This design comes from an exercise in tuning for small area, a short achievable clock period and few clock cycles on the open sky130 flow, not from production work. Only simulation tests tie the RTL to the original design; equivalence was not proved. Power and IR drop assume default switching activity.

==> yarrow <==
Design esfaBenchmark, start of the top module:
module esfaBenchmark (
  input  logic                           clk,
  input  logic                           reset,
  input  logic                           load,
  input  logic [6-1:0] loadAddress,
  input  esfaPkg::programWordT           loadWord,
  input  logic                           doRun,
  output logic                           isRunning,
  output logic                           wasSuccessful,
  output logic [6-1:0] failStep
);
clock: 8.0 ns
lec_check: 0
cap_margin: 20
core_margin: 2
core_utilization: 40
slew_margin: 20
run.sh (not shown) runs the stock make flow with config.mk's settings and CLKGATE_MAP_FILE= SYNTH_SCRIPT=/design/flow/synth_recipe.tcl, a recipe that flattens the netlist after the stock synthesis.
==> sierra: changes against yarrow <==
--- a/flow/design.v
+++ b/flow/design.v
@@ -129,26 +129,15 @@
   logic [esfaPkg::StoredBits-1:0] loadStored;
   assign loadStored = esfaPkg::encodeWord(loadWord);
   always_ff @(posedge clk) begin
     if (load) begin
       words[loadAddress] <= loadStored;
     end
   end
-  logic [64-1:0]      readSelect;
-  logic [esfaPkg::StoredBits-1:0] readStored;
-  always_comb begin
-    for (int a = 0; a < 64; a++) begin
-      readSelect[a] = (readAddress == 6'(a));
-    end
-    readStored = '0;
-    for (int a = 0; a < 64; a++) begin
-      readStored = readStored | (words[a] & {esfaPkg::StoredBits{readSelect[a]}});
-    end
-  end
-  assign readStep = esfaPkg::decodeWord(readStored);
+  assign readStep = esfaPkg::decodeWord(words[readAddress]);
 endmodule
 `timescale 1ns/100ps
 module esfaStore (
   input  logic                 clk,
   input  logic                 reset,
   input  esfaPkg::stepT        step,
   input  logic                 execute,    
@@ -156,16 +145,14 @@
   input  logic                 restore,    
   output esfaPkg::esfaResultT  result
 );
   localparam int Entries = 16;
   logic [Entries-1:0][7:0] entries [4];
   logic [Entries-1:0][7:0] shadow  [4];
   esfaPkg::esfaResultT     shadowResult;
-  logic [4-1:0][4:0] counts;
-  logic [4-1:0][4:0] shadowCounts;
   logic [Entries-1:0][7:0] handleRow;
   logic [7:0]              oldEntry;
   logic                    findHit;
   logic [3:0]              findIndex;
   logic [4:0]              setCount;
   esfaPkg::esfaResultT     queryResult;
   assign handleRow = entries[step.handle];
@@ -176,15 +163,20 @@
     for (int i = Entries - 1; i >= 0; i--) begin
       if (handleRow[i] == step.value) begin
         findHit   = 1'b1;
         findIndex = 4'(i);
       end
     end
   end
-  assign setCount = counts[step.handle];
+  always_comb begin
+    setCount = '0;
+    for (int i = 0; i < Entries; i++) begin
+      setCount = setCount + 5'(handleRow[i] != 8'd0);
+    end
+  end
   always_comb begin
     if (step.isRead) begin
       queryResult.flag  = (oldEntry != 8'd0);
       queryResult.value = oldEntry;
     end else if (step.isFind) begin
       queryResult.flag  = findHit;
       queryResult.value = findHit ? {4'd0, findIndex} : 8'hFF;
@@ -207,46 +199,26 @@
             entries[h][i] <= step.value;
           end
         end
       end
     end
   end
   always_ff @(posedge clk) begin
-    for (int h = 0; h < 4; h++) begin
-      if (!reset) begin
-        counts[h] <= 5'd0;
-      end else if (restore) begin
-        counts[h] <= shadowCounts[h];
-      end else if (execute && step.handle == 2'(h)) begin
-        if (step.isClear) begin
-          counts[h] <= 5'd0;
-        end else if (step.isWrite) begin
-          if (oldEntry == 8'd0 && step.value != 8'd0) begin
-            counts[h] <= counts[h] + 5'd1;
-          end else if (oldEntry != 8'd0 && step.value == 8'd0) begin
-            counts[h] <= counts[h] - 5'd1;
-          end
-        end
-      end
-    end
-  end
-  always_ff @(posedge clk) begin
     if (restore) begin
       result <= shadowResult;
     end else if (execute && (step.isRead || step.isFind || step.isCount)) begin
       result <= queryResult;
     end
   end
   always_ff @(posedge clk) begin
     if (track) begin
       for (int h = 0; h < 4; h++) begin
         shadow[h] <= entries[h];
       end
       shadowResult <= result;
-      shadowCounts <= counts;
     end
   end
 endmodule
 `timescale 1ns/100ps
 module benchmarkRunner (
   input  logic                           clk,
   input  logic                           reset,
@@ -280,46 +252,40 @@
   logic                runHeld;
   logic                startRun;
   logic                fail;
   logic                endNow;
   logic                stopNow;
   logic                take;
   logic                invalid;
-  logic                restorePending;
   logic                finish;
   assign readAddress = nextAddress;
   assign startRun = !isRunning && doRun && !runHeld;
   assign fail    = ckValid && (result != ckExpected);
   assign execute = exValid && !stopped && !fail;
   assign endNow  = execute && exStep.isEnd;
   assign stopNow = fail || endNow;
   assign invalid = !isRunning && load && (full || loadAddress < nextAddress);
   assign take    = !isRunning && load && !full && !stopped &&
                    (loadAddress == nextAddress);
-  assign restore = restorePending;
-  assign track   = !dirty;
+  assign restore = reset && invalid;
+  assign track = !dirty;
   assign finish = isRunning && (stopped || stopNow);
   always_ff @(posedge clk) begin
     if (!reset) begin
       nextAddress   <= '0;
       exValid       <= 1'b0;
       ckValid       <= 1'b0;
       dirty         <= 1'b0;
       full          <= 1'b0;
       stopped       <= 1'b0;
       isRunning     <= 1'b0;
       wasSuccessful <= 1'b1;
       failStep      <= '0;
       runHeld       <= 1'b0;
-      restorePending <= 1'b0;
     end else begin
-      restorePending <= invalid;
-      if (restorePending) begin
-        dirty <= 1'b0;
-      end
       if (!doRun) begin
         runHeld <= 1'b0;
       end
       ckValid    <= execute && exStep.checked;
       ckAddress  <= exAddress;
       ckExpected <= {exStep.expectedBool, exStep.expectedValue};
       if (execute) begin
@@ -358,19 +324,26 @@
         runHeld     <= 1'b1;
         isRunning   <= 1'b1;
         exStep      <= readStep;
         exValid     <= 1'b1;
         exAddress   <= nextAddress;
         nextAddress <= nextAddress + 1'b1;
       end else if (invalid) begin
+        dirty       <= 1'b0;
         full        <= 1'b0;
         stopped     <= 1'b0;
         ckValid     <= 1'b0;
         exValid     <= 1'b0;
         nextAddress <= '0;
+        if (loadAddress == '0) begin
+          exStep      <= esfaPkg::stepOf(loadWord);
+          exValid     <= 1'b1;
+          exAddress   <= '0;
+          nextAddress <= AW'(1);
+        end
       end else if (take) begin
         exStep      <= esfaPkg::stepOf(loadWord);
         exValid     <= 1'b1;
         exAddress   <= nextAddress;
         nextAddress <= nextAddress + 1'b1;
         if (&nextAddress) begin
           full <= 1'b1;
==> comparison table <==
| item | yarrow | sierra |
|---|---|---|
| Share of final-layout standard cells stronger than drive strength 1 | 13.48% | 20.29% |
| Data required time at the worst endpoint | 8790 ps | 8570 ps |
| Slew Limit Headroom | 15.87% | 10.30% |
| Fin crit share | 79.85% | 84.58% |
| Internal cell power | 24.23 mW | 24.82 mW |
| Height of the die | 515.3 um | 519.9 um |
| Vias | 69,472 | 61,573 |
| Placed Area | 110,400 um2 | 111,300 um2 |
| Worst-path maximum fanout | 17 | 16 |
| DRT Wirelength | 377.2 mm | 291.8 mm |
| Min setup slack post-route | 1612 ps | 1234 ps |
| Mean post-synth cell area | 14.75 um2 | 16.72 um2 |
| Clk. pwr | 12.8 mW | 12.5 mW |
| Lkg Pwr | 45.52 nW | 37.44 nW |
| Arrival time worst endpoint | 7180 ps | 7340 ps |
| Status | timing/DRC/antenna clean | timing/DRC/antenna clean |
| Syn-to-layout area delta | 14.27% | 12.83% |
| Combined flip-flop and latch cell area | 75,460 um2 | 74,570 um2 |
| Clock network area share | 7.356% | 7.193% |
| Post-synth EDFFs | 2,144 | 2,124 |
| Post-layout minimum cycle time | 6388 ps | 6766 ps |
Testbench counts of yarrow, summed over its fixed seeds: cycles 15,097.
Testbench counts of sierra, summed over its fixed seeds: cycles 15,097.

what the ideal ports hide:
Ports are ideal in the flow. The routed layouts listed here were re-timed in OpenROAD.
Step 1, drivers: a clkbuf_16 drives clk and a buf_2 each remaining input, both assumed.
Step 2, shift: input delay + t, output delay - t, t = (earliest + latest rising clock arrival at the registers) / 2. This alone moves slack from input paths to output paths.
Slacks: ideal ports / drivers / drivers and shift; pairs: ideal ports / drivers.
run	t, ns	setup slack, ns	hold slack, ns	clock arrival spread, ns	pins driven straight from the clock port
yarrow	1.019	1.612 / 1.612 / 1.612	0.410 / 0.410 / 0.410	0.077 / 0.076	1
sierra	0.921	1.234 / 1.234 / 1.234	0.418 / 0.418 / 0.418	0.039 / 0.040	1
After both steps every run listed still meets setup and hold.
